What follows belongs to an exercise in optimizing a design on an open flow for small area, a short achievable clock period and few clock cycles; a production flow would make more cautious choices.
At most, simulation tests tie the RTL to the original design; equivalence was not proved.
For run 5, only the layout was checked, not whether the RTL still works.
Power figures rest on the tool's default switching activity, not on a simulated workload.

## flow/design.v (module list and top-level ports; edited modules follow where they fit)
// module MacPipe: 1533 lines
// module ProcessingElement: 268 lines
module ProcessingElement #(
    parameter int MaxFiltW = PECfg::DefMaxFiltW,
    parameter int MaxOutW  = PECfg::DefMaxOutW,
    parameter int MaxCh    = PECfg::DefMaxCh
) (
    input  logic                         i_clk,
    input  logic                         i_rstN,
    input  logic                         i_start,
    input  logic [$clog2(MaxFiltW+1)-1:0] i_filtW,
    input  logic [$clog2(MaxOutW+1)-1:0]  i_outW,
    input  logic [$clog2(MaxCh+1)-1:0]    i_numCh,
    input  logic                         i_ipixValid,
    input  PECfg::Pix                    i_ipix,
    input  logic                         i_wpixValid,
    input  PECfg::Pix                    i_wpix,
    output logic                         o_fwdValid,
    output PECfg::Pix                    o_fwdPix,
    output logic                         o_psumValid,
    output PECfg::Psum                   o_psum,
    output logic                         o_done
);
  // ...
==> flow/flow/run.sh <==
#!/bin/bash
# The standard ORFS layout, with two changes: timing repair aims for more
# setup slack than config.mk may ask for, and ports get a plain buffer.
set -euo pipefail
cd "$(dirname "$0")/.."
bash standard.sh SETUP_SLACK_MARGIN=5.6 "BUFFER_PORTS_ARGS=-buffer_cell sky130_fd_sc_hd__buf_2" finish > standard_flow.log 2>&1
==> flow/standard.sh <==
#!/bin/bash
# synth_recipe.tcl (not shown) runs the flow's synth.tcl, then flattens the netlist and writes it again
# the make line also repeats each setting of config.mk as NAME=value (left out here)
make -C /OpenROAD-flow-scripts/flow DESIGN_CONFIG=/design/flow/config.mk WORK_HOME=/design/flow/orfs CLKGATE_MAP_FILE= SYNTH_SCRIPT=/design/flow/synth_recipe.tcl "${@:-finish}"
==> flow/config.mk <==
export PLATFORM = sky130hd
export DESIGN_NAME = ProcessingElement
export DESIGN_NICKNAME = ProcessingElement
export VERILOG_FILES = /design/flow/design.v
export SDC_FILE = /design/flow/constraint.sdc
export NUM_CORES = 4
export LEC_CHECK = 0
export CAP_MARGIN = 20
export CORE_MARGIN = 2
export CORE_UTILIZATION = 60
export SLEW_MARGIN = 20
==> flow/constraint.sdc <==
create_clock -name core_clock -period 8.0 [get_ports {i_clk}]
set_input_delay 1.6000 -clock core_clock [delete_from_list [all_inputs] [get_ports {i_clk}]]
set_output_delay 1.6000 -clock core_clock [all_outputs]
set_load 0.01 [all_outputs]
==> run_results.csv, run 1 <==
group,metric,value,unit
outcome,status,"complete, no violations",
yosys,syn_area,0.0533,mm^2
final_layout,multi_input_area_share,0.262,
grt,antenna_found_initial,2,
yosys,synthMuxAreaShare,0.0344,
grt,grt_util_met1,0.378,
critical_path,worstReg2RegEnd,"mac0.r2_s519",
job,max-cap-violations,0,
hold_path,worstHoldStart,"l1",
final_layout,stdcell_count,5251,
critical_path,crit_chain,"or4_4 > o211ai_4 > nor3_4 > or2_4 > buf_6 > clkbuf_16 > mux2_4 > nand2_4 > fa_2 > inv_2 > fa_1 > fa_1",
drt,drtIter0Drc,2786,
yosys,yosysSeqAreaShare,0.686,
final_layout,top_register,"chain",
critical_path,path_delay_family,"adder cells",
timing,slew_violations,0,
critical_path,r2r_setup_slack,4.57,ns
grt,grt_pass1_wl,182000,um
power,pg_comb,0.00162,W
power,pwr-share-seq,0.493,
yosys,synth-simple-area-share,0.0807,
timing,tightest_slew,0.738,ns
final_layout,n_all_buffers,405,
drt,drc,0,
grt,grt_pass1_vias,30500,
yosys,synth_ff_type,"edfxtp_1",
timing,final-hold-violation-count,0,
final_layout,area.growth.synth_to_final,24.1,%
final_layout,clkbuf_count,178,
hold_path,hp-class,"reg2reg",
floorplan,die_y,302,um
final_layout,final_cell_mix,"edfxtp_1, nand2_1, inv_1",
floorplan,pin_count,63,
critical_path,max_stage_delay,0.55,ns
critical_path,r2r-start,"kFin[3]",
grt,met2_usage,0.417,
place,gp_congestion,0.902,
clock_tree,cts.sinks,1300,
power,p_int,0.0118,W
Testbench counts, summed over its fixed seeds: cycles 8,124.
==> module ProcessingElement, before the edit <==
module ProcessingElement #(
    parameter int MaxFiltW = PECfg::DefMaxFiltW,
    parameter int MaxOutW  = PECfg::DefMaxOutW,
    parameter int MaxCh    = PECfg::DefMaxCh
) (
    input  logic                         i_clk,
    input  logic                         i_rstN,
    input  logic                         i_start,
    input  logic [$clog2(MaxFiltW+1)-1:0] i_filtW,
    input  logic [$clog2(MaxOutW+1)-1:0]  i_outW,
    input  logic [$clog2(MaxCh+1)-1:0]    i_numCh,
    input  logic                         i_ipixValid,
    input  PECfg::Pix                    i_ipix,
    input  logic                         i_wpixValid,
    input  PECfg::Pix                    i_wpix,
    output logic                         o_fwdValid,
    output PECfg::Pix                    o_fwdPix,
    output logic                         o_psumValid,
    output PECfg::Psum                   o_psum,
    output logic                         o_done
);
    localparam int NPix = 76;    
    localparam int NPs  = 16;    
    logic [1:0] cC1, cF1;
    logic [3:0] cW1;
    logic [4:0] cR1;
    logic       run;             
    logic       pMore, wMore;    
    logic [4:0] pI;
    logic [1:0] pCh;
    logic [1:0] wJ, wC;          
    logic [2:0] wChDone;         
    logic [6:0] skipCnt;         
    logic       fwdValid, pTake;
    logic [7:0] fwdPix;
    logic       fb, rep, repFin;
    logic [NPix*8-1:0] chain;
    logic [127:0] wslot;
    logic [4:0] eI;
    logic [1:0] eCh;
    logic [7:0]  twR [4];
    logic        v1, z1, l1, v2, z2, l2, aV, aLast;
    logic [19:0] rowA, rowB, headNx;
    logic [NPs*20-1:0] ring;
    logic [4:0]  kFin, pend, dCnt, q;    
    logic        psumValid, dLastR, doneR;
    logic [19:0] outR;
    logic        drOK, drainNow, drRot, ringEn, engDone, finStep, lastDrain, ldNow;
    logic startNow, accP, accW, pRowEnd, pLastR, wLastR, pMoreN, wMoreN;
    logic [4:0] pI_n;
    logic [1:0] pCh_n, wJ_n, wC_n;
    assign startNow = i_start && !run;
    assign accP     = i_ipixValid && pMore;
    assign accW     = i_wpixValid && wMore;
    assign pRowEnd  = (pI == cR1);
    assign pMoreN   = pMore && !(accP && pLastR);
    assign wMoreN   = wMore && !(accW && wLastR);
    always_ff @(posedge i_clk) begin
        if (startNow) begin
            cC1 <= 2'(i_numCh - 3'd1);
            cF1 <= 2'(i_filtW - 3'd1);
            cW1 <= 4'(i_outW - 5'd1);
            cR1 <= i_outW + 5'(i_filtW) - 5'd2;
        end
    end
    always_comb begin
        pI_n  = pI;
        pCh_n = pCh;
        wJ_n  = wJ;
        wC_n  = wC;
        if (accP) begin
            pI_n  = pRowEnd ? 5'd0 : pI + 5'd1;
            pCh_n = pCh + 2'(pRowEnd);
        end
        if (accW) begin
            wJ_n = (wJ == 2'd0) ? cF1 : wJ - 2'd1;
            wC_n = wC + 2'(wJ == 2'd0);
        end
    end
    always_ff @(posedge i_clk) begin
        if (startNow) begin
            pI      <= '0;
            pCh     <= '0;
            wJ      <= 2'(i_filtW - 3'd1);
            wC      <= '0;
            wChDone <= '0;
            pLastR  <= 1'b0;
            wLastR  <= (i_filtW == 3'd1) && (i_numCh == 3'd1);
        end else begin
            pI      <= pI_n;
            pCh     <= pCh_n;
            wJ      <= wJ_n;
            wC      <= wC_n;
            wChDone <= wChDone + 3'(accW && wJ == 2'd0);
            pLastR  <= (pI_n == cR1) && (pCh_n == cC1);
            wLastR  <= (wJ_n == 2'd0) && (wC_n == cC1);
        end
    end
    for (genvar k = 0; k < 16; k++) begin : g_wslot
        always_ff @(posedge i_clk) begin
            if (accW && {wC, wJ} == 4'(k)) wslot[8*k +: 8] <= i_wpix;
        end
    end
    logic       ldDone, repRot, evX, winFull, wOK, stepReq, step, eRowEnd;
    logic [7:0] X;
    assign ldDone  = run && !pMore && !wMore;
    assign repRot  = rep && !repFin;
    assign evX     = rep ? (repRot && skipCnt == 7'd0) : pTake;
    assign X       = rep ? chain[7:0] : fwdPix;
    assign winFull = (eI >= 5'(cF1));
    assign wOK     = (3'(eCh) < wChDone);
    assign stepReq = evX && winFull && (rep || !fb);
    assign step    = stepReq && (rep || wOK);
    assign eRowEnd = (eI == cR1);
    always_ff @(posedge i_clk) begin
        fwdPix <= i_ipix;
        if (!i_rstN) begin
            fwdValid <= 1'b0;
            pTake    <= 1'b0;
            run      <= 1'b0;
            pMore    <= 1'b0;
            wMore    <= 1'b0;
            fb       <= 1'b0;
            rep      <= 1'b0;
            repFin   <= 1'b0;
        end else begin
            fwdValid <= i_ipixValid;
            pTake    <= accP;
            if (startNow) begin
                run    <= 1'b1;
                pMore  <= 1'b1;
                wMore  <= 1'b1;
                fb     <= 1'b0;
                rep    <= 1'b0;
                repFin <= 1'b0;
            end else begin
                pMore <= pMoreN;
                wMore <= wMoreN;
                if (lastDrain) run <= 1'b0;
                if (stepReq && !rep && !wOK) fb <= 1'b1;
                if (ldDone && fb && !rep) rep <= 1'b1;
                if (rep && evX && eRowEnd && eCh == cC1) repFin <= 1'b1;
            end
        end
    end
    always_ff @(posedge i_clk) begin
        if (pTake || repRot) chain <= {X, chain[NPix*8-1:8]};
    end
    always_ff @(posedge i_clk) begin
        if (startNow) begin
            skipCnt <= 7'(NPix);
        end else if (pTake || (repRot && skipCnt != 7'd0)) begin
            skipCnt <= skipCnt - 7'd1;
        end
    end
    always_ff @(posedge i_clk) begin
        if (startNow || (ldDone && fb && !rep)) begin
            eI  <= '0;
            eCh <= '0;
        end else if (evX) begin
            eI  <= eRowEnd ? 5'd0 : eI + 5'd1;
            eCh <= eCh + 2'(eRowEnd);
        end
    end
    for (genvar j = 0; j < 4; j++) begin : g_tap
        always_ff @(posedge i_clk) begin
            twR[j] <= (step && 2'(j) <= cF1) ? wslot[8*(4*eCh + j) +: 8] : 8'd0;
        end
    end
    always_ff @(posedge i_clk) begin
        z1    <= (eCh == 2'd0);
        l1    <= (eCh == cC1);
        z2    <= z1;
        l2    <= l1;
        aLast <= l2;
        if (!i_rstN) begin
            v1 <= 1'b0;
            v2 <= 1'b0;
            aV <= 1'b0;
        end else begin
            v1 <= step;
            v2 <= v1;
            aV <= v2;
        end
    end
    MacPipe mac0 (
        .i_clk  (i_clk),
        .a0     (chain[75*8 +: 8]),
        .b0     (twR[0]),
        .a1     (chain[74*8 +: 8]),
        .b1     (twR[1]),
        .a2     (chain[73*8 +: 8]),
        .b2     (twR[2]),
        .a3     (chain[72*8 +: 8]),
        .b3     (twR[3]),
        .h      (headNx),
        .o_rowA (rowA),
        .o_rowB (rowB)
    );
    logic [19:0] newv;
    assign engDone  = (pend == 5'd0);
    assign drOK     = run && (kFin != 5'd0) && (q < 5'd6);
    assign ldNow    = (!pMore || (i_ipixValid && pLastR)) && (!wMore || (i_wpixValid && wLastR));
    assign drainNow = drOK && ldNow;
    assign drRot    = drOK && ldDone && engDone;
    assign ringEn   = aV || drRot;
    assign finStep  = aV && aLast;
    assign lastDrain = drainNow && (dCnt == 5'(cW1));
    assign headNx = (v2 && z2) ? 20'd0 : (ringEn ? ring[20 +: 20] : ring[0 +: 20]);
    assign newv   = rowA + rowB;
    for (genvar k = 0; k < NPs; k++) begin : g_ring
        if (k < 3) begin : g_lo
            always_ff @(posedge i_clk) begin
                if (ringEn) ring[20*k +: 20] <= ring[20*(k+1) +: 20];
            end
        end else if (k == NPs - 1) begin : g_top
            always_ff @(posedge i_clk) begin
                if (ringEn) ring[20*k +: 20] <= newv;
            end
        end else begin : g_mid
            always_ff @(posedge i_clk) begin
                if (ringEn) ring[20*k +: 20] <= (cW1 <= 4'(k)) ? newv : ring[20*(k+1) +: 20];
            end
        end
    end
    always_ff @(posedge i_clk) begin
        if (startNow) begin
            kFin <= '0;
            pend <= i_outW;
            dCnt <= '0;
            q    <= i_outW;
        end else if (ldDone && fb && !rep) begin
            kFin <= '0;
            pend <= 5'(cW1) + 5'd1;
            dCnt <= '0;
            q    <= 5'(cW1) + 5'd1;
        end else begin
            if (finStep) pend <= pend - 5'd1;
            kFin <= drainNow ? kFin + 5'(finStep) - 5'd1 : kFin + 5'(finStep);
            dCnt <= drainNow ? dCnt + 5'd1 : dCnt;
            q    <= drainNow ? q - 5'(finStep || drRot) + 5'd1 : q - 5'(finStep || drRot);
        end
    end
    always_ff @(posedge i_clk) begin
        case (q[2:0])
            3'd0:    outR <= ring[0*20 +: 20];
            3'd1:    outR <= ring[1*20 +: 20];
            3'd2:    outR <= ring[2*20 +: 20];
            3'd3:    outR <= ring[3*20 +: 20];
            3'd4:    outR <= ring[4*20 +: 20];
            default: outR <= ring[5*20 +: 20];
        endcase
        if (!i_rstN) begin
            psumValid <= 1'b0;
            dLastR    <= 1'b0;
            doneR     <= 1'b0;
        end else begin
            psumValid <= drainNow;
            dLastR    <= lastDrain;
            doneR     <= dLastR;
        end
    end
    assign o_fwdValid  = fwdValid;
    assign o_fwdPix    = fwdPix;
    assign o_psumValid = psumValid;
    assign o_psum      = outR;
    assign o_done      = doneR;
endmodule
==> run 2, diff against run 1 <==
--- a/flow/design.v
+++ b/flow/design.v
@@ -26,19 +26,19 @@
     input  logic [7:0]  a0,
     input  logic [7:0]  b0,
     input  logic [7:0]  a1,
     input  logic [7:0]  b1,
     input  logic [7:0]  a2,
     input  logic [7:0]  b2,
     input  logic [7:0]  a3,
     input  logic [7:0]  b3,
-    input  logic [19:0] h,
-    output logic [19:0] o_rowA,
-    output logic [19:0] o_rowB
+    input  logic [18:0] h,
+    output logic [18:0] o_rowA,
+    output logic [18:0] o_rowB
 );
     logic pp_0_0_0;
     logic pp_0_0_1;
     logic pp_0_0_2;
     logic pp_0_0_3;
     logic pp_0_0_4;
     logic pp_0_0_5;
     logic pp_0_0_6;
@@ -614,17 +614,16 @@
     logic s515, c516;
     logic s517, c518;
     logic s519, c520;
     logic s521, c522;
     logic s523, c524;
     logic s525, c526;
     logic s527, c528;
     logic s529, c530;
-    logic s531, c532;
     logic r2_r1_s171;
     logic r2_h_0;
     logic r2_r1_s287;
     logic r2_h_1;
     logic r2_r1_s365;
     logic r2_h_2;
     logic r2_s499;
     logic r2_c500;
@@ -652,18 +651,16 @@
     logic r2_c522;
     logic r2_s523;
     logic r2_c524;
     logic r2_s525;
     logic r2_c526;
     logic r2_s527;
     logic r2_c528;
     logic r2_s529;
-    logic r2_c530;
-    logic r2_s531;
     assign pp_0_0_0 = a0[0] & b0[0];
     assign pp_0_0_1 = a0[0] & b0[1];
     assign pp_0_0_2 = a0[0] & b0[2];
     assign pp_0_0_3 = a0[0] & b0[3];
     assign pp_0_0_4 = a0[0] & b0[4];
     assign pp_0_0_5 = a0[0] & b0[5];
     assign pp_0_0_6 = a0[0] & b0[6];
     assign pp_0_0_7 = ~(a0[0] & b0[7]);
@@ -1440,18 +1437,16 @@
     assign s523 = c494 ^ s495 ^ h[15];
     assign c524 = (c494 & s495) | (h[15] & (c494 ^ s495));
     assign s525 = c496 ^ s497;
     assign c526 = c496 & s497;
     assign s527 = c498 ^ 1'b1 ^ h[17];
     assign c528 = (c498 & 1'b1) | (h[17] & (c498 ^ 1'b1));
     assign s529 = 1'b1 ^ h[18];
     assign c530 = 1'b1 & h[18];
-    assign s531 = 1'b1 ^ h[19];
-    assign c532 = 1'b1 & h[19];
     always_ff @(posedge i_clk) begin
         r1_s171 <= s171;
         r1_s287 <= s287;
         r1_s365 <= s365;
         r1_c366 <= c366;
         r1_s367 <= s367;
         r1_c368 <= c368;
         r1_s369 <= s369;
@@ -1543,21 +1538,19 @@
         r2_c522 <= c522;
         r2_s523 <= s523;
         r2_c524 <= c524;
         r2_s525 <= s525;
         r2_c526 <= c526;
         r2_s527 <= s527;
         r2_c528 <= c528;
         r2_s529 <= s529;
-        r2_c530 <= c530;
-        r2_s531 <= s531;
     end
-    assign o_rowA = {r2_c530, r2_c528, r2_c526, r2_c524, r2_c522, r2_c520, r2_c518, r2_c516, r2_c514, r2_c512, r2_c510, r2_c508, r2_c506, r2_c504, r2_c502, r2_c500, r2_s499, r2_r1_s365, r2_r1_s287, r2_r1_s171};
-    assign o_rowB = {r2_s531, r2_s529, r2_s527, r2_s525, r2_s523, r2_s521, r2_s519, r2_s517, r2_s515, r2_s513, r2_s511, r2_s509, r2_s507, r2_s505, r2_s503, r2_s501, 1'b0, r2_h_2, r2_h_1, r2_h_0};
+    assign o_rowA = {r2_c528, r2_c526, r2_c524, r2_c522, r2_c520, r2_c518, r2_c516, r2_c514, r2_c512, r2_c510, r2_c508, r2_c506, r2_c504, r2_c502, r2_c500, r2_s499, r2_r1_s365, r2_r1_s287, r2_r1_s171};
+    assign o_rowB = {r2_s529, r2_s527, r2_s525, r2_s523, r2_s521, r2_s519, r2_s517, r2_s515, r2_s513, r2_s511, r2_s509, r2_s507, r2_s505, r2_s503, r2_s501, 1'b0, r2_h_2, r2_h_1, r2_h_0};
 endmodule
 `timescale 1ns/1ps
 module ProcessingElement #(
     parameter int MaxFiltW = PECfg::DefMaxFiltW,
     parameter int MaxOutW  = PECfg::DefMaxOutW,
     parameter int MaxCh    = PECfg::DefMaxCh
 ) (
     input  logic                         i_clk,
@@ -1592,18 +1585,20 @@
     logic [7:0] fwdPix;
     logic       fb, rep, repFin;
     logic [NPix*8-1:0] chain;
     logic [127:0] wslot;
     logic [4:0] eI;
     logic [1:0] eCh;
     logic [7:0]  twR [4];
     logic        v1, z1, l1, v2, z2, l2, aV, aLast;
-    logic [19:0] rowA, rowB, headNx;
-    logic [NPs*20-1:0] ring;
+    logic [18:0] rowA, rowB, headNx;
+    localparam int RW = 19;
+    logic [NPs*RW-1:0] ring;
+    logic [RW-1:0]     outSel;
     logic [4:0]  kFin, pend, dCnt, q;    
     logic        psumValid, dLastR, doneR;
     logic [19:0] outR;
     logic        drOK, drainNow, drRot, ringEn, engDone, finStep, lastDrain, ldNow;
     logic startNow, accP, accW, pRowEnd, pLastR, wLastR, pMoreN, wMoreN;
     logic [4:0] pI_n;
     logic [1:0] pCh_n, wJ_n, wC_n;
     assign startNow = i_start && !run;
@@ -1749,69 +1744,74 @@
         .a2     (chain[73*8 +: 8]),
         .b2     (twR[2]),
         .a3     (chain[72*8 +: 8]),
         .b3     (twR[3]),
         .h      (headNx),
         .o_rowA (rowA),
         .o_rowB (rowB)
     );
-    logic [19:0] newv;
-    assign engDone  = (pend == 5'd0);
+    logic [RW-1:0] newv;
     assign drOK     = run && (kFin != 5'd0) && (q < 5'd6);
     assign ldNow    = (!pMore || (i_ipixValid && pLastR)) && (!wMore || (i_wpixValid && wLastR));
     assign drainNow = drOK && ldNow;
-    assign drRot    = drOK && ldDone && engDone;
+    assign drRot    = run && engDone;
     assign ringEn   = aV || drRot;
     assign finStep  = aV && aLast;
     assign lastDrain = drainNow && (dCnt == 5'(cW1));
-    assign headNx = (v2 && z2) ? 20'd0 : (ringEn ? ring[20 +: 20] : ring[0 +: 20]);
+    assign headNx = (v2 && z2) ? 19'd0 : (ringEn ? ring[RW +: RW] : ring[0 +: RW]);
     assign newv   = rowA + rowB;
     for (genvar k = 0; k < NPs; k++) begin : g_ring
         if (k < 3) begin : g_lo
             always_ff @(posedge i_clk) begin
-                if (ringEn) ring[20*k +: 20] <= ring[20*(k+1) +: 20];
+                if (ringEn) ring[RW*k +: RW] <= ring[RW*(k+1) +: RW];
             end
         end else if (k == NPs - 1) begin : g_top
             always_ff @(posedge i_clk) begin
-                if (ringEn) ring[20*k +: 20] <= newv;
+                if (ringEn) ring[RW*k +: RW] <= newv;
             end
         end else begin : g_mid
             always_ff @(posedge i_clk) begin
-                if (ringEn) ring[20*k +: 20] <= (cW1 <= 4'(k)) ? newv : ring[20*(k+1) +: 20];
+                if (ringEn) ring[RW*k +: RW] <= (cW1 <= 4'(k)) ? newv : ring[RW*(k+1) +: RW];
             end
         end
     end
     always_ff @(posedge i_clk) begin
         if (startNow) begin
+            engDone <= 1'b0;
             kFin <= '0;
             pend <= i_outW;
             dCnt <= '0;
             q    <= i_outW;
         end else if (ldDone && fb && !rep) begin
+            engDone <= 1'b0;
             kFin <= '0;
             pend <= 5'(cW1) + 5'd1;
             dCnt <= '0;
             q    <= 5'(cW1) + 5'd1;
         end else begin
             if (finStep) pend <= pend - 5'd1;
+            engDone <= (pend == 5'd0) || (finStep && pend == 5'd1);
             kFin <= drainNow ? kFin + 5'(finStep) - 5'd1 : kFin + 5'(finStep);
             dCnt <= drainNow ? dCnt + 5'd1 : dCnt;
             q    <= drainNow ? q - 5'(finStep || drRot) + 5'd1 : q - 5'(finStep || drRot);
         end
     end
-    always_ff @(posedge i_clk) begin
+    always_comb begin
         case (q[2:0])
-            3'd0:    outR <= ring[0*20 +: 20];
-            3'd1:    outR <= ring[1*20 +: 20];
-            3'd2:    outR <= ring[2*20 +: 20];
-            3'd3:    outR <= ring[3*20 +: 20];
-            3'd4:    outR <= ring[4*20 +: 20];
-            default: outR <= ring[5*20 +: 20];
+            3'd0:    outSel = ring[0*RW +: RW];
+            3'd1:    outSel = ring[1*RW +: RW];
+            3'd2:    outSel = ring[2*RW +: RW];
+            3'd3:    outSel = ring[3*RW +: RW];
+            3'd4:    outSel = ring[4*RW +: RW];
+            default: outSel = ring[5*RW +: RW];
         endcase
+    end
+    always_ff @(posedge i_clk) begin
+        outR <= {outSel[RW-1] && outSel[RW-2:0] != '0, outSel};
         if (!i_rstN) begin
             psumValid <= 1'b0;
             dLastR    <= 1'b0;
             doneR     <= 1'b0;
         end else begin
             psumValid <= drainNow;
             dLastR    <= lastDrain;
             doneR     <= dLastR;
==> flow/flow/run.sh (replaced) <==
#!/bin/bash
# The standard ORFS layout, except that the ports get a plain buffer
# (buf_2) instead of the delay cell buffer_ports picks by default.
set -euo pipefail
cd "$(dirname "$0")/.."
bash standard.sh "BUFFER_PORTS_ARGS=-buffer_cell sky130_fd_sc_hd__buf_2" finish > standard_flow.log 2>&1
==> flow/config.mk (replaced) <==
export PLATFORM = sky130hd
export DESIGN_NAME = ProcessingElement
export DESIGN_NICKNAME = ProcessingElement
export VERILOG_FILES = /design/flow/design.v
export SDC_FILE = /design/flow/constraint.sdc
export NUM_CORES = 4
export LEC_CHECK = 0
export CAP_MARGIN = 20
export CORE_MARGIN = 2
export CORE_UTILIZATION = 60
export SETUP_SLACK_MARGIN = 5.0
export SLEW_MARGIN = 20
==> run 2 against run 1 <==
Highest routed layer is now met4; synthesized cell count shrank 1.2%; sequential power about the same; worst setup slack improved by 0.47 ns; critical path type unchanged; power down 0.40%; critical endpoint is now mac0.r1_s367; largest power group unchanged; still clean; die area down 1.9%; worst hold slack worse by 0.0051 ns.
==> run_results.csv, run 2 <==
group,metric,value,unit
power,vdd_drop_max,254,uV
critical_path,critical_path_required,8.60,ns
power,p_total,0.0153,W
yosys,yosysSeqAreaShare,0.690,
grt,grt_pass1_wl,166000,um
final_layout,nNetsFinal,4016,
critical_path,path_class,"reg2reg",
yosys,async_flop_share,0,
hold_path,hp-class,"reg2reg",
yosys,synth_ff_type,"edfxtp_1",
floorplan,die_y,299,um
place,port_buffers,62,
critical_path,r2r-start,"chain[602]",
timing,rsz0062_at_grt,"yes",
grt,grt_max_degree,179,
place,gp_congestion,0.873,
drt,drc,0,
place,dp_hpwl,70500,um
yosys,synth-edff-count,1039,
final_layout,final_cell_mix,"edfxtp_1, nand2_1, inv_1",
final_layout,nFillCells,6013,
floorplan,start_util,0.604,
clock_tree,cts.sinks,1283,
floorplan,pin_count,63,
critical_path,crit_path_start,"chain[602]",
yosys,syn_avg_cell_area,14.8,um^2
critical_path,arrival,3.57,ns
final_layout,utilization,0.679,
timing,slew_violations,0,
grt,grt_overflow,0,
yosys,syn_area,0.0523,mm^2
timing,tns,0,ns
critical_path,r2r_setup_slack,5.04,ns
drt,vias,27600,
final_layout,layout_commonest_cell,"edfxtp_1",
drt,avgViaCountPerCell,5.60,
yosys,synth.area.top_cells,"edfxtp_1, dfxtp_1, fa_1, nand2_1, inv_1",
job,max-cap-violations,0,
timing,relSlewSlack,0.185,
timing,fmax,337,MHz
clock_tree,cts_tree,"yes",
yosys,syn-num-nets,3877,
critical_path,cp_max_fo,6,
clock_tree,cts_max_level,4,
floorplan,core_area,0.0866,mm^2
timing,final-setup-viol-count,0,
drt,routed_wl,108000,um
timing,fin_skew,0.0218,ns
final_layout,area.growth.synth_to_final,12.5,%
clock_tree,clock_insertion_delay_worst_skew,0.75,ns
critical_path,cp-start-kind,"flop",
timing,holdWs,0.320,ns
timing,tightest_slew,1.22,ns
critical_path,critPathCapture,"mac0.r1_s367",
critical_path,critPathCaptureType,"flop",
yosys,synth.most_common_cell,"edfxtp_1",
final_layout,drive_above_1_share,0.134,
final_layout,largest_reg_flops,608,
timing,finalCriticalPeriod,2.96,ns
floorplan,design.die.area,0.0895,mm^2
yosys,synth_cells,3528,
critical_path,reg2reg_depth,7,
final_layout,top_register,"chain",
timing,final.period_utilization,0.370,
clock_tree,numCtsBuffers,133,
yosys,yosys.area.top_type,"edfxtp_1",
clock_tree,cts_max_path_buffers,3,
yosys,synth-seq-cells,1283,
floorplan,rows,108,
clock_tree,cts-root-buf,"clkbuf_16",
floorplan,die_w,299,um
yosys,yosysTopAreaCellShare,0.597,
yosys,synth-warning-count,4,
drt,wl_per_cell,21.8,um
timing,final-hold-violation-count,0,
outcome,status,"complete, no violations",
final_layout,biggestRegsByFlops,"chain x608, ring x304, wslot x128",
drt,drtIter0Drc,2420,
drt,first_pass_iters,5,
grt,antenna_found_initial,6,
yosys,yosysUniqueCellTypes,77,
grt,grt_pass1_vias,28500,
critical_path,worstReg2RegEnd,"mac0.r1_s367",
power,power_per_cell_area,260,mW/mm^2
yosys,ys_top_cells_by_count,"edfxtp_1, nand2_1, inv_1",
grt,grt_usage,0.247,
power,leakage,21.3,nW
drt,antenna_left,0,
clock_tree,clk_pin_slew,0.06,ns
==> run 2: cell families (layout without fill, tap and decap cells) <==
kind of cell             count (synthesis)  after routing  share of synthesized area
adder cells (fa/ha/maj)                317            317                      0.110
XOR/XNOR                                75             75                     0.0126
multiplexers                           104            104                     0.0286
AO/OA/AOI/OAI                          401            401                     0.0468
flip-flops                            1283           1283                      0.690
AND/OR/NAND/NOR                        892            893                     0.0770
buffers and inverters                  456            704                     0.0348
other                                    0              3                          0
==> run 2: stage by stage <==
step	std cells	cell area [um^2]	setup slack [ns]
3_5_place_dp	4624	53700	4.39
6_report	4935	58900	5.04
5_1_grt	4932	58800	4.88
4_1_cts	4890	58400	5.00
3_3_place_gp	4624	53700	4.60
2_1_floorplan	3528	52300	2.65
==> run 2: how the worst min path moves through the flow <==
stage                            start         endpoint  slack, ns  cells past startpoint
after floorplan                     l2            aLast       0.31                      0
after global placement              l2            aLast       0.31                      0
after detailed placement            l1               l2       0.31                      0
after CTS                 mac0.r1_s365  mac0.r2_r1_s365       0.32                      0
after global routing      mac0.r1_s365  mac0.r2_r1_s365       0.32                      0
final                     mac0.r1_s365  mac0.r2_r1_s365       0.32                      0
==> run 2: layer usage <==
layer / up-vias / share of wire / global-route usage
li1: 12600 / - / -
met1: 13900 / 0.43 / 0.337
met2: 850 / 0.49 / 0.404
met3: 218 / 0.053 / 0.0432
met4: 0 / 0.032 / 0.0886
met5: - / 0 / 0
==> run 2: timing repair <==
action | CTS | global route
setup buffers | 20 | 41
gates cloned | 1 | 1
gates resized for setup | 19 | 43
pin swaps | 3 | 15
hold buffers | 0 | 0
setup endpoints to repair | 107 | 152
==> run 2: critical path, cell delays in order (launching register included) <==
cell and delay (ns):
edfxtp_1 0.53, and2_4 0.23, fa_1 0.56, inv_2 0.05, fa_1 0.51, inv_1 0.05
fa_1 0.49, fa_1 0.42
==> run 2: area by class of cell <==
class	count	area, um^2	area share
Timing Repair Buffer	155	1170	0.0198
Multi-Input combinational cell	1790	14600	0.248
Clock buffer	177	3680	0.0625
Antenna cell	3	7.51	0.000128
Sequential cell	1283	36100	0.614
Tap cell	1155	1450	0.0246
Clock inverter	68	668	0.0114
Inverter	304	1150	0.0195
==> run 2: report_power, final <==
part | internal (W) | switching [W]
Sequential | 0.00750 | 0.000110
Combinational | 0.000531 | 0.00107
Clock | 0.00358 | 0.00251
Total | 0.0116 | 0.00368
Testbench counts of run 2, summed over its fixed seeds: cycles 8,124.
==> run 3, diff against run 2 <==
==> flow/run.sh (new file) <==
#!/bin/bash
# synth_recipe.tcl (not shown) runs the flow's synth.tcl, then flattens the netlist and writes it again
# the make line also repeats each setting of config.mk as NAME=value (left out here)
make -C /OpenROAD-flow-scripts/flow DESIGN_CONFIG=/design/flow/config.mk WORK_HOME=/design/flow/orfs CLKGATE_MAP_FILE= SYNTH_SCRIPT=/design/flow/synth_recipe.tcl finish
removed: flow/flow/run.sh
removed: flow/standard.sh
==> run 3 against run 2 <==
Global-route usage is 0.056 points lower; synthesized cell count stayed put; die area stayed put.
==> run_results.csv, run 3 <==
group,metric,value,unit
hold_path,worstHoldStart,"z1",
clock_tree,clk_pin_slew,0.06,ns
yosys,syn_area,0.0523,mm^2
final_layout,final_cell_mix,"edfxtp_1, nand2_1, inv_1",
yosys,synthAdderAreaFrac,0.110,
final_layout,layout_commonest_cell,"edfxtp_1",
drt,first_pass_iters,5,
floorplan,die_y,299,um
timing,final-hold-violation-count,0,
clock_tree,cts_max_level,4,
timing,final-setup-viol-count,0,
clock_tree,cts_tree,"yes",
yosys,synth-simple-area-share,0.0770,
floorplan,core_area,0.0866,mm^2
yosys,synth-edff-count,1039,
final_layout,regArea,0.0361,mm^2
final_layout,utilization,0.683,
floorplan,pin_count,63,
drt,vias,27800,
final_layout,nNetsFinal,4029,
final_layout,stdcell_count,4943,
clock_tree,cts-root-buf,"clkbuf_16",
power,p_comb_frac,0.102,
yosys,synth_compound_area_frac,0.0468,
timing,rsz0062_at_grt,"yes",
floorplan,design.die.area,0.0895,mm^2
critical_path,critPathCaptureType,"flop",
yosys,yosysTopAreaCellShare,0.597,
timing,setup_ws,4.87,ns
outcome,status,"complete, no violations",
clock_tree,cts.sinks,1283,
yosys,ys_top_cells_by_count,"edfxtp_1, nand2_1, inv_1",
final_layout,biggestRegsByFlops,"chain x608, ring x304, wslot x128",
clock_tree,clock_insertion_delay_worst_skew,0.73,ns
timing,tns,0,ns
floorplan,start_util,0.604,
drt,wl_per_cell,21.7,um
grt,grt_pass1_wl,166000,um
clock_tree,cts_hold_buffers,0,
power,leakage,21.3,nW
place,dp_hpwl,69600,um
drt,avgViaCountPerCell,5.62,
hold_path,hold_end,"z2",
power,pwr-share-seq,0.497,
power,power.switching,0.00361,W
critical_path,r2r_setup_slack,5.00,ns
power,power_per_cell_area,258,mW/mm^2
final_layout,n_antenna_cell,0,
grt,antenna_found_initial,1,
clock_tree,cts_max_path_buffers,3,
yosys,synth_top_family_by_area,"adder cells",
power,sw_frac_of_total,0.236,
critical_path,path_class,"in2reg",
critical_path,r2r-start,"chain[596]",
drt,routed_wl,107000,um
floorplan,die_w,299,um
place,port_buffers,62,
grt,grt_usage,0.246,
power,vdd_drop_max,209,uV
final_layout,multi_input_area,0.0146,mm^2
grt,grt_overflow,0,
job,max-cap-violations,0,
place,dp_slack,3.91,ns
critical_path,cp-start-kind,"input pin",
drt,antenna_left,0,
final_layout,area.growth.synth_to_final,13.2,%
grt,grt_max_degree,170,
timing,finalCriticalPeriod,3.13,ns
drt,drtIter0Drc,2174,
yosys,synth_cells,3528,
timing,tightest_slew,1.09,ns
place,gp_congestion,0.882,
yosys,synth.area.top_cells,"edfxtp_1, dfxtp_1, fa_1, nand2_1, inv_1",
floorplan,rows,108,
timing,final.period_utilization,0.391,
timing,relSlewSlack,0.274,
yosys,synthMuxAreaShare,0.0286,
hold_path,min_path_cells,0,
timing,slew_violations,0,
power,p_int,0.0117,W
yosys,synth_xor_area_frac,0.0126,
power,clkPwrFrac,0.401,
critical_path,arrival,3.49,ns
critical_path,cp_max_fo,8,
critical_path,worstReg2RegEnd,"mac0.r1_s411",
yosys,yosysUniqueCellTypes,77,
drt,drc,0,
yosys,yosys.area.top_type,"edfxtp_1",
final_layout,drive_above_1_share,0.125,
yosys,syn_avg_cell_area,14.8,um^2
timing,fmax,319,MHz
place,dpl.cell_count,4632,
critical_path,critical_path_required,8.36,ns
critical_path,reg2reg_depth,7,
grt,grt_pass1_vias,28100,
yosys,synth_ff_type,"edfxtp_1",
final_layout,nFillCells,5976,
yosys,synth-warning-count,4,
hold_path,hp-class,"reg2reg",
yosys,yosysSeqAreaShare,0.690,
final_layout,largest_reg_flops,608,
yosys,async_flop_share,0,
timing,fin_skew,0.0223,ns
final_layout,top_register,"chain",
yosys,syn-num-nets,3877,
yosys,synth.most_common_cell,"edfxtp_1",
yosys,synth-seq-cells,1283,
clock_tree,numCtsBuffers,132,
run 3: cell types whose count changed in the layout (fill, tap and decap cells not counted), moves of 5 or more:
cell / delta
clkbuf_8: -5
clkinv_2: +7
dlygate4sd2_1: +22
buf_2: -62
buf_4: +16
buf_12: -6
clkdlybuf4s50_1: +29
buf_8: +5
clkdlybuf4s15_2: +9
clkinv_1: -9
run 3: cells by family after synthesis:
kind of cell,count (synthesis)
adder cells (fa/ha/maj),317
multiplexers,104
flip-flops,1283
AO/OA/AOI/OAI,401
XOR/XNOR,75
buffers and inverters,456
AND/OR/NAND/NOR,892
run 3: layout make-up:
cell class	count	area share
inverter	304	0.0194
clock buffer	175	0.0609
tap	1155	0.0244
sequential	1283	0.610
timing repair inverter	1	0.000127
multi-input combinational	1790	0.247
clock inverter	67	0.0128
timing repair buffer	168	0.0254
run 3: per-layer routing:
metal  part of all wire  vias to the layer above  wire length, um  GRT usage
met5                  0                        -                0          0
met2               0.48                      836            51700      0.395
met1               0.43                    14100            46400      0.346
li1                   -                    12600                -          -
met3              0.052                      202             5590     0.0400
met4              0.033                        0             3510     0.0892
run 3: worst max path at each step:
stage                            from         to  slack [ns]  cells after the start
after floorplan                   rep   chain[0]        2.65                      2
after detailed placement  i_ipixValid     pLastR        3.91                      7
final                     i_wpixValid  wslot[96]        4.87                      4
after global placement    i_wpixValid    kFin[4]        4.15                      7
after global routing      i_wpixValid  wslot[70]        4.81                      4
after CTS                 i_wpixValid  wslot[33]        4.95                      4
run 3: critical path, cell delays in order:
cell and delay (ns):
clkdlybuf4s50_1 0.65, nand2_1 0.20, or3_1 0.49, nor2_1 0.54
run 3: power by group through the flow:
stage	Combinational [W]	Sequential (W)	Clock [W]
finish	0.00156	0.00759	0.00612
global route	0.00172	0.00761	0.00651
CTS	0.00153	0.00760	0.00625
detailed placement	0.00153	0.00774	0
global placement	0.00149	0.00774	0
floorplan	0.00103	0.00772	0
run 3: timing repair:
item | 4_1_cts | 5_1_grt
pin swaps | 2 | 17
cloned | 2 | 1
endpoints found under the setup margin | 402 | 407
resized for setup | 81 | 56
buffers inserted | 21 | 45
hold endpoints to repair | 0 | 0
run 3: per-stage QoR:
step | total power, W | area (um^2) | hold WS, ns
CTS | 0.0154 | 58700 | 0.319
global placement | 0.00922 | 54100 | 0.311
global route | 0.0158 | 59200 | 0.326
floorplan | 0.00876 | 52300 | 0.310
finish | 0.0153 | 59200 | 0.317
detailed placement | 0.00926 | 54100 | 0.315
==> run 4, diff against run 3 <==
--- a/flow/design.v
+++ b/flow/design.v
@@ -1578,8 +1578,8 @@
     logic       pMore, wMore;    
     logic [4:0] pI;
     logic [1:0] pCh;
-    logic [1:0] wJ, wC;          
-    logic [2:0] wChDone;         
+    logic [1:0] wJ;              
+    logic [2:0] wC;              
     logic [6:0] skipCnt;         
     logic       fwdValid, pTake;
     logic [7:0] fwdPix;
@@ -1600,7 +1600,8 @@
     logic        drOK, drainNow, drRot, ringEn, engDone, finStep, lastDrain, ldNow;
     logic startNow, accP, accW, pRowEnd, pLastR, wLastR, pMoreN, wMoreN;
     logic [4:0] pI_n;
-    logic [1:0] pCh_n, wJ_n, wC_n;
+    logic [1:0] pCh_n, wJ_n;
+    logic [2:0] wC_n;
     assign startNow = i_start && !run;
     assign accP     = i_ipixValid && pMore;
     assign accW     = i_wpixValid && wMore;
@@ -1626,7 +1627,7 @@
         end
         if (accW) begin
             wJ_n = (wJ == 2'd0) ? cF1 : wJ - 2'd1;
-            wC_n = wC + 2'(wJ == 2'd0);
+            wC_n = wC + 3'(wJ == 2'd0);
         end
     end
     always_ff @(posedge i_clk) begin
@@ -1635,7 +1636,6 @@
             pCh     <= '0;
             wJ      <= 2'(i_filtW - 3'd1);
             wC      <= '0;
-            wChDone <= '0;
             pLastR  <= 1'b0;
             wLastR  <= (i_filtW == 3'd1) && (i_numCh == 3'd1);
         end else begin
@@ -1643,14 +1643,13 @@
             pCh     <= pCh_n;
             wJ      <= wJ_n;
             wC      <= wC_n;
-            wChDone <= wChDone + 3'(accW && wJ == 2'd0);
             pLastR  <= (pI_n == cR1) && (pCh_n == cC1);
-            wLastR  <= (wJ_n == 2'd0) && (wC_n == cC1);
+            wLastR  <= (wJ_n == 2'd0) && (wC_n == 3'(cC1));
         end
     end
     for (genvar k = 0; k < 16; k++) begin : g_wslot
         always_ff @(posedge i_clk) begin
-            if (accW && {wC, wJ} == 4'(k)) wslot[8*k +: 8] <= i_wpix;
+            if (accW && {wC[1:0], wJ} == 4'(k)) wslot[8*k +: 8] <= i_wpix;
         end
     end
     logic       ldDone, repRot, evX, winFull, wOK, stepReq, step, eRowEnd;
@@ -1660,7 +1659,7 @@
     assign evX     = rep ? (repRot && skipCnt == 7'd0) : pTake;
     assign X       = rep ? chain[7:0] : fwdPix;
     assign winFull = (eI >= 5'(cF1));
-    assign wOK     = (3'(eCh) < wChDone);
+    assign wOK     = (3'(eCh) < wC);
     assign stepReq = evX && winFull && (rep || !fb);
     assign step    = stepReq && (rep || wOK);
     assign eRowEnd = (eI == cR1);
@@ -1760,17 +1759,18 @@
     assign headNx = (v2 && z2) ? 19'd0 : (ringEn ? ring[RW +: RW] : ring[0 +: RW]);
     assign newv   = rowA + rowB;
     for (genvar k = 0; k < NPs; k++) begin : g_ring
-        if (k < 3) begin : g_lo
+        if (k < 2 || k == NPs - 2) begin : g_shift
             always_ff @(posedge i_clk) begin
                 if (ringEn) ring[RW*k +: RW] <= ring[RW*(k+1) +: RW];
             end
-        end else if (k == NPs - 1) begin : g_top
+        end else if (k == NPs - 1) begin : g_tail
             always_ff @(posedge i_clk) begin
                 if (ringEn) ring[RW*k +: RW] <= newv;
             end
         end else begin : g_mid
             always_ff @(posedge i_clk) begin
-                if (ringEn) ring[RW*k +: RW] <= (cW1 <= 4'(k)) ? newv : ring[RW*(k+1) +: RW];
+                if (ringEn) ring[RW*k +: RW] <= (cW1 <= 4'(k + 1)) ? ring[RW*(NPs-1) +: RW]
+                                                                  : ring[RW*(k+1) +: RW];
             end
         end
     end
@@ -1796,7 +1796,8 @@
         end
     end
     always_comb begin
-        case (q[2:0])
+        if (q == 5'(cW1)) outSel = ring[(NPs-1)*RW +: RW];
+        else case (q[2:0])
             3'd0:    outSel = ring[0*RW +: RW];
             3'd1:    outSel = ring[1*RW +: RW];
             3'd2:    outSel = ring[2*RW +: RW];
==> flow/flow/run.sh (new file) <==
#!/bin/bash
# The standard ORFS layout, except that the ports get a plain buffer
# (buf_2) instead of the delay cell buffer_ports picks by default.
set -euo pipefail
cd "$(dirname "$0")/.."
bash standard.sh "BUFFER_PORTS_ARGS=-buffer_cell sky130_fd_sc_hd__buf_2" finish > standard_flow.log 2>&1
==> flow/standard.sh (new file) <==
#!/bin/bash
# synth_recipe.tcl (not shown) runs the flow's synth.tcl, then flattens the netlist and writes it again
# the make line also repeats each setting of config.mk as NAME=value (left out here)
make -C /OpenROAD-flow-scripts/flow DESIGN_CONFIG=/design/flow/config.mk WORK_HOME=/design/flow/orfs CLKGATE_MAP_FILE= SYNTH_SCRIPT=/design/flow/synth_recipe.tcl "${@:-finish}"
removed: flow/run.sh
==> run 4 against run 3 <==
Still clean on timing, DRC and antenna; worst setup slack improved by 0.0018 ns; critical endpoint is now outR[19]; sequential share of layout area increased by 0.25 points; worst hold slack improved by 0.0044 ns; critical path depth increased by 3; synthesized cell count decreased by 9.0%.
==> run_results.csv, run 4 <==
group,metric,value,unit
timing,final-setup-viol-count,0,
critical_path,cp-start-kind,"flop",
critical_path,max_stage_delay,0.52,ns
floorplan,die_y,298,um
final_layout,biggestRegsByFlops,"chain x608, ring x304, wslot x128",
yosys,yosysUniqueCellTypes,62,
critical_path,arrival,3.72,ns
critical_path,path_class,"reg2reg",
yosys,synth_cells,3212,
power,leakage,21.1,nW
final_layout,nNetsFinal,3742,
timing,final.period_utilization,0.391,
floorplan,design.die.area,0.0891,mm^2
yosys,synth-edff-count,1039,
grt,grt_pass1_wl,157000,um
power,vdd_drop_max,214,uV
place,gp_congestion,0.920,
grt,antenna_found_initial,0,
timing,rsz0062_at_grt,"yes",
yosys,ys_top_cells_by_count,"edfxtp_1, nand2_1, inv_1",
drt,vias,25600,
final_layout,stdcell_count,4654,
clock_tree,cts.sinks,1281,
critical_path,path_common_cell,"or4_1",
final_layout,nFillCells,5798,
yosys,syn-num-nets,3560,
timing,finalCriticalPeriod,3.13,ns
timing,fmax,320,MHz
final_layout,top_register,"chain",
grt,grt_max_degree,201,
clock_tree,cts_tree,"yes",
final_layout,layout_commonest_cell,"edfxtp_1",
critical_path,cp_max_fo,32,
drt,first_pass_iters,4,
yosys,async_flop_share,0,
final_layout,area.growth.synth_to_final,13.2,%
place,dpl.cell_count,4330,
clock_tree,cts-root-buf,"clkbuf_16",
timing,tightest_slew,1.03,ns
place,dp_hpwl,63900,um
outcome,status,"complete, no violations",
timing,final-hold-violation-count,0,
yosys,synth_ff_type,"edfxtp_1",
critical_path,critPathCaptureType,"flop",
timing,slew_violations,0,
floorplan,pin_count,63,
yosys,yosysSeqAreaShare,0.693,
final_layout,final_cell_mix,"edfxtp_1, nand2_1, inv_1",
place,port_buffers,62,
drt,drtIter0Drc,1991,
grt,grt_pass1_vias,26800,
yosys,yosys.area.top_type,"edfxtp_1",
hold_path,hp-class,"reg2reg",
clock_tree,cts_max_level,3,
timing,relSlewSlack,0.311,
floorplan,die_w,298,um
yosys,synth.area.top_cells,"edfxtp_1, dfxtp_1, fa_1, mux2_2, nand2_1",
yosys,synth-seq-cells,1281,
critical_path,critical_path_required,8.59,ns
job,max-cap-violations,0,
yosys,yosysTopAreaCellShare,0.600,
critical_path,crit_chain,"buf_4 > xnor2_4 > nand4_4 > mux2_2 > or4_1 > or4_1 > o41a_1",
clock_tree,numCtsBuffers,121,
clock_tree,clk_pin_slew,0.07,ns
power,power_per_cell_area,243,mW/mm^2
final_layout,drive_above_1_share,0.223,
drt,wl_per_cell,21.7,um
clock_tree,clock_insertion_delay_worst_skew,0.73,ns
critical_path,reg2reg_depth,7,
grt,grt_overflow,0,
drt,antenna_left,0,
yosys,syn_avg_cell_area,16.2,um^2
yosys,syn_area,0.0520,mm^2
yosys,synth-warning-count,4,
floorplan,rows,108,
drt,drc,0,
drt,routed_wl,101000,um
grt,grt_usage,0.233,
timing,tns,0,ns
critical_path,cp_slowest_cell,"or4_1",
yosys,synth.most_common_cell,"edfxtp_1",
floorplan,core_area,0.0863,mm^2
final_layout,largest_reg_flops,608,
timing,fin_skew,0.0677,ns
drt,avgViaCountPerCell,5.50,
floorplan,start_util,0.603,
hold_path,min_path_cells,0,
clock_tree,cts_max_path_buffers,3,
run 4: area by class of cell:
type | instances | area [um^2] | area share
clock buffers | 159 | 3340 | 0.0568
inverters | 286 | 1080 | 0.0184
repair buffers | 183 | 1400 | 0.0238
multi-input cells | 1521 | 14700 | 0.249
flip-flops and latches | 1281 | 36100 | 0.613
clock inverters | 68 | 843 | 0.0143
diodes | 1 | 2.50 | 0.0000425
well taps | 1155 | 1450 | 0.0245
run 4: critical path, delay by kind of cell, from the launching register on:
kind,cells,cell delay [ns]
buf+inv,1,0.28
mux,1,0.36
compound gates,1,0.41
simple gates,3,1.25
flops,1,0.35
xor+xnor,1,0.33
run 4: through the flow:
| step | worst slack (ns) | utilization | hold WS [ns] | power, W | cell area, um^2 |
|---|---|---|---|---|---|
| 2_1_floorplan | 2.64 | - | 0.310 | 0.00824 | 52100 |
| 6_report | 4.87 | 0.682 | 0.322 | 0.0143 | 58900 |
| 5_1_grt | 4.77 | 0.682 | 0.330 | 0.0148 | 58900 |
| 3_5_place_dp | 4.29 | 0.620 | 0.312 | 0.00852 | 53600 |
| 4_1_cts | 4.78 | 0.677 | 0.325 | 0.0145 | 58400 |
| 3_3_place_gp | 4.31 | 0.620 | 0.310 | 0.00849 | 53600 |
run 4: logic make-up (layout without fill, tap and decap cells):
family | count (synthesis) | in the layout | synth area share
and+or+nand+nor | 638 | 640 | 0.0566
AOI/OAI and AO/OA | 165 | 165 | 0.0200
muxes | 318 | 318 | 0.0759
buffers and inverters | 412 | 696 | 0.0303
other | 0 | 1 | 0
DFF | 1281 | 1281 | 0.693
adders and majority gates | 316 | 316 | 0.111
xor gates and xnor gates | 82 | 82 | 0.0138
run 4: what timing repair did:
action | 4_1_cts | 5_1_grt
gates cloned | 2 | 0
hold buffers | 0 | 0
buffers inserted | 62 | 32
pin swaps | 11 | 39
gates resized for setup | 54 | 61
endpoints found under the setup margin | 496 | 297
run 4: layer usage:
layer | part of all wire | routed length (um) | track usage | up-vias
li1 | - | - | - | 11600
met1 | 0.45 | 45900 | 0.339 | 13100
met2 | 0.47 | 47300 | 0.364 | 644
met3 | 0.051 | 5140 | 0.0375 | 185
met4 | 0.029 | 2960 | 0.0780 | 0
met5 | 0 | 0 | 0 | -
run 4: final timing paths:
kind                              from  endpoint  slack (ns)
worst min register to register      l2     aLast        0.32
worst min-delay path                l2     aLast        0.32
worst max register to register  cW1[3]  outR[19]        4.87
worst max-delay path            cW1[3]  outR[19]        4.87
run 4: where the power goes:
group	switching, W	internal [W]
Sequential	0.000108	0.00739
Combinational	0.000531	0.000393
Clock	0.00249	0.00341
Total	0.00313	0.0112
Testbench counts of run 4, summed over its fixed seeds: cycles 8,124.
==> run 5, diff against run 4 <==
--- a/flow/design.v
+++ b/flow/design.v
@@ -1598,6 +1598,8 @@
     logic        psumValid, dLastR, doneR;
     logic [19:0] outR;
     logic        drOK, drainNow, drRot, ringEn, engDone, finStep, lastDrain, ldNow;
+    logic        ringEnR, qT, engDoneN;
+    logic [4:0]  qN;
     logic startNow, accP, accW, pRowEnd, pLastR, wLastR, pMoreN, wMoreN;
     logic [4:0] pI_n;
     logic [1:0] pCh_n, wJ_n;
@@ -1753,7 +1755,7 @@
     assign ldNow    = (!pMore || (i_ipixValid && pLastR)) && (!wMore || (i_wpixValid && wLastR));
     assign drainNow = drOK && ldNow;
     assign drRot    = run && engDone;
-    assign ringEn   = aV || drRot;
+    assign ringEn   = ringEnR;
     assign finStep  = aV && aLast;
     assign lastDrain = drainNow && (dCnt == 5'(cW1));
     assign headNx = (v2 && z2) ? 19'd0 : (ringEn ? ring[RW +: RW] : ring[0 +: RW]);
@@ -1789,14 +1791,25 @@
             q    <= 5'(cW1) + 5'd1;
         end else begin
             if (finStep) pend <= pend - 5'd1;
-            engDone <= (pend == 5'd0) || (finStep && pend == 5'd1);
+            engDone <= engDoneN;
             kFin <= drainNow ? kFin + 5'(finStep) - 5'd1 : kFin + 5'(finStep);
             dCnt <= drainNow ? dCnt + 5'd1 : dCnt;
-            q    <= drainNow ? q - 5'(finStep || drRot) + 5'd1 : q - 5'(finStep || drRot);
+            q    <= qN;
+        end
+    end
+    assign engDoneN = (pend == 5'd0) || (finStep && pend == 5'd1);
+    assign qN       = drainNow ? q - 5'(finStep || drRot) + 5'd1 : q - 5'(finStep || drRot);
+    always_ff @(posedge i_clk) begin
+        if (!i_rstN || startNow || (ldDone && fb && !rep)) begin
+            ringEnR <= 1'b0;
+            qT      <= 1'b0;
+        end else begin
+            ringEnR <= v2 || (run && !lastDrain && engDoneN);
+            qT      <= (qN == 5'(cW1));
         end
     end
     always_comb begin
-        if (q == 5'(cW1)) outSel = ring[(NPs-1)*RW +: RW];
+        if (qT) outSel = ring[(NPs-1)*RW +: RW];
         else case (q[2:0])
             3'd0:    outSel = ring[0*RW +: RW];
             3'd1:    outSel = ring[1*RW +: RW];
==> flow/flow/run.sh (replaced) <==
#!/bin/bash
# The standard ORFS layout, except that the ports get a plain buffer
# (buf_2) instead of the delay cell buffer_ports picks by default, and timing
# repair aims for a little more setup slack than config.mk may ask for.
set -euo pipefail
cd "$(dirname "$0")/.."
bash standard.sh SETUP_SLACK_MARGIN=5.3 "BUFFER_PORTS_ARGS=-buffer_cell sky130_fd_sc_hd__buf_2" finish > standard_flow.log 2>&1
--- a/flow/config.mk
+++ b/flow/config.mk
@@ -8,5 +8,4 @@
 export CAP_MARGIN = 20
 export CORE_MARGIN = 2
 export CORE_UTILIZATION = 60
-export SETUP_SLACK_MARGIN = 5.0
 export SLEW_MARGIN = 20
==> run 5 against run 4 <==
Worst hold slack worse by 0.0059 ns; sequential cell count rose by 2; area after synthesis about the same; worst setup slack improved by 0.11 ns; cell count decreased by 0.24%; synthesized cell count decreased by 1.6%; final area grew 2.3%; critical endpoint is now mac0.r1_s379.
==> run_results.csv, run 5 <==
group,metric,value,unit
drt,drtIter0Drc,2081,
timing,tns,0,ns
floorplan,core_area,0.0855,mm^2
timing,fin_skew,0.0273,ns
critical_path,max_stage_delay,0.53,ns
clock_tree,clk_pin_slew,0.06,ns
place,gp_congestion,0.881,
final_layout,top_register,"chain",
yosys,synth-edff-count,1039,
timing,fmax,331,MHz
critical_path,path_class,"reg2reg",
final_layout,layout_commonest_cell,"edfxtp_1",
timing,final.period_utilization,0.377,
yosys,synth.area.top_cells,"edfxtp_1, dfxtp_1, fa_1, mux2_2, inv_1",
yosys,synth-warning-count,4,
final_layout,drive_above_1_share,0.292,
yosys,yosysSeqAreaShare,0.694,
timing,slew_violations,0,
drt,vias,26000,
critical_path,arrival,3.66,ns
floorplan,rows,107,
hold_path,hp-class,"reg2reg",
place,port_buffers,62,
yosys,synthMuxAreaShare,0.0760,
yosys,yosys.area.top_type,"edfxtp_1",
timing,setup_ws,4.98,ns
yosys,synth_compound_area_frac,0.0257,
final_layout,biggestRegsByFlops,"chain x608, ring x304, wslot x128",
grt,antenna_found_initial,3,
clock_tree,cts.sinks,1283,
power,leakage,21.4,nW
yosys,ys_top_cells_by_count,"edfxtp_1, inv_1, nand2_1",
final_layout,nNetsFinal,3741,
drt,antenna_left,0,
yosys,synth.most_common_cell,"edfxtp_1",
drt,avgViaCountPerCell,5.59,
final_layout,stdcell_count,4643,
floorplan,die_y,298,um
place,dp_slack,3.87,ns
clock_tree,cts_tree,"yes",
critical_path,cp-start-kind,"flop",
yosys,synth-seq-cells,1283,
power,vdd_drop_max,220,uV
drt,first_pass_iters,5,
yosys,synth-simple-area-share,0.0511,
yosys,syn-num-nets,3507,
outcome,status,"complete, no violations",
clock_tree,cts_max_level,4,
timing,relSlewSlack,0.306,
critical_path,cp_max_fo,4,
drt,drc,0,
timing,final-hold-violation-count,0,
place,dpl.cell_count,4269,
final_layout,largest_reg_flops,608,
timing,rsz0062_at_grt,"yes",
final_layout,n_antenna_cell,0,
grt,grt_pass1_vias,26800,
clock_tree,clock_insertion_delay_worst_skew,0.75,ns
yosys,yosysTopAreaCellShare,0.600,
floorplan,design.die.area,0.0891,mm^2
yosys,synthAdderAreaFrac,0.110,
power,power_per_cell_area,240,mW/mm^2
yosys,synth_top_family_by_area,"adder cells",
floorplan,pin_count,63,
yosys,synth_ff_type,"edfxtp_1",
job,max-cap-violations,0,
floorplan,start_util,0.608,
final_layout,final_cell_mix,"edfxtp_1, mux2_2, nand2_1",
place,dp_hpwl,63200,um
grt,grt_overflow,0,
timing,finalCriticalPeriod,3.02,ns
clock_tree,numCtsBuffers,132,
critical_path,critPathCaptureType,"flop",
drt,wl_per_cell,22.1,um
clock_tree,cts-root-buf,"clkbuf_16",
yosys,syn_area,0.0520,mm^2
final_layout,nFillCells,5507,
yosys,syn_avg_cell_area,16.5,um^2
critical_path,crit_chain,"buf_4 > nand2_1 > fa_2 > fa_1 > inv_1 > fa_2 > inv_2 > fa_2 > inv_1",
critical_path,path_common_cell,"fa_2",
clock_tree,cts_hold_buffers,0,
final_layout,area.growth.synth_to_final,15.9,%
yosys,yosysUniqueCellTypes,70,
grt,grt_max_degree,174,
critical_path,cp_slowest_cell,"fa_2",
timing,final-setup-viol-count,0,
yosys,async_flop_share,0,
clock_tree,cts_max_path_buffers,3,
drt,routed_wl,103000,um
grt,grt_pass1_wl,159000,um
timing,holdWs,0.316,ns
floorplan,die_w,298,um
yosys,synth_cells,3160,
yosys,synth_xor_area_frac,0.0140,
critical_path,critical_path_required,8.65,ns
timing,tightest_slew,1.04,ns
grt,grt_usage,0.236,
==> run 5: cell types whose count changed in the layout (fill, tap and decap cells not counted), sizes merged, moves of 7 or more <==
cell / previous run / this run
o22ai: 7 / 14
buf: 182 / 220
nor2: 99 / 92
a211oi: 13 / 6
inv: 287 / 275
clkbuf: 160 / 175
a21o: 10 / 19
nand2: 318 / 260
==> run 5: final cells by class <==
cell class	instances	area (um^2)	share of cell area
clock buffer	174	3590	0.0596
clock inverter	65	742	0.0123
multi-input combinational	1482	15300	0.254
timing repair buffer	222	1970	0.0327
sequential	1283	36200	0.600
inverter	271	1070	0.0178
tap	1144	1430	0.0238
timing repair inverter	2	10.0	0.000166
==> run 5: what timing repair did <==
item	4_1_cts	5_1_grt
gates resized for setup	211	101
gates cloned	3	2
buffers inserted	105	24
pin swaps	77	38
endpoints found under the setup margin	566	479
==> run 5: worst paths after layout <==
kind,start,endpoint,slack [ns],depth (start not counted)
max,chain[602],mac0.r1_s379,4.98,9
min,mac0.r1_s365,mac0.r2_r1_s365,0.32,0
max reg2reg,chain[602],mac0.r1_s379,4.98,9
min reg2reg,mac0.r1_s365,mac0.r2_r1_s365,0.32,0
==> run 5: logic make-up (layout without fill, tap and decap cells) <==
logic type / Yosys count / count (layout)
adder cells (fa/ha/maj): 315 / 315
flip-flops: 1283 / 1283
multiplexers: 319 / 319
XOR/XNOR: 83 / 83
AO/OA/AOI/OAI: 202 / 202
buffers and inverters: 395 / 734
AND/OR/NAND/NOR: 563 / 563
==> run 5: where the power goes <==
group	switching, W	internal [W]	total (W)
clock	0.00256	0.00353	0.00608
sequential	0.0000877	0.00737	0.00746
combinational	0.000504	0.000408	0.000912
total	0.00315	0.0113	0.0145
==> run 5: worst max-delay path, delay by kind of cell (launching register included) <==
kind,cells,cell delay (ns)
flops,1,0.48
simple gates,1,0.07
fa+ha+maj,4,2.02
buf+inv,4,0.35
==> run 5: metrics by stage <==
stage | cell area (um^2) | utilization | power (W)
2_1_floorplan | 52400 | - | 0.00819
4_1_cts | 59700 | 0.698 | 0.0146
6_report | 60300 | 0.704 | 0.0145
5_1_grt | 60300 | 0.704 | 0.0149
3_5_place_dp | 53900 | 0.630 | 0.00842
3_3_place_gp | 53900 | 0.630 | 0.00841
==> run 5: per-layer routing <==
layer,up-vias,share of wire,track usage
li1,11700,-,-
met1,13300,0.45,0.345
met3,200,0.057,0.0443
met5,-,0.00013,0
met2,796,0.47,0.359
met4,2,0.029,0.0867

-- static timing again, ports no longer ideal --
The results above use ideal ports. As a check the final layouts listed here were re-extracted and re-timed, cells and wires unchanged. Step 1 assumes that a clkbuf_16 drives the clock port and a buf_2 every other input. Step 2 times the ports against the registers' clock, not the clock port: input delays grow and output delays shrink by t, the midpoint of the rising clock arrivals with the driver on. Slacks: no drivers / after step 1 / after step 2; pairs: no drivers / after step 1.
run | t (ns) | setup WS [ns] | latest minus earliest clock arrival (ns)
run 1 | 0.809 | 4.567 / 4.567 / 4.567 | 0.041 / 0.041
run 2 | 0.804 | 5.036 / 5.004 / 4.510 | 0.026 / 0.026
run 3 | 0.788 | 4.869 / 4.911 / 4.123 | 0.025 / 0.026
run 4 | 0.763 | 4.871 / 4.871 / 4.475 | 0.072 / 0.072
run 5 | 0.808 | 4.981 / 4.981 / 4.685 | 0.029 / 0.028
After both steps setup and hold are still met in every run listed. For run 3, which loses most, drivers alone change the setup slack by +0.042 ns; drivers and shift together by -0.746 ns.
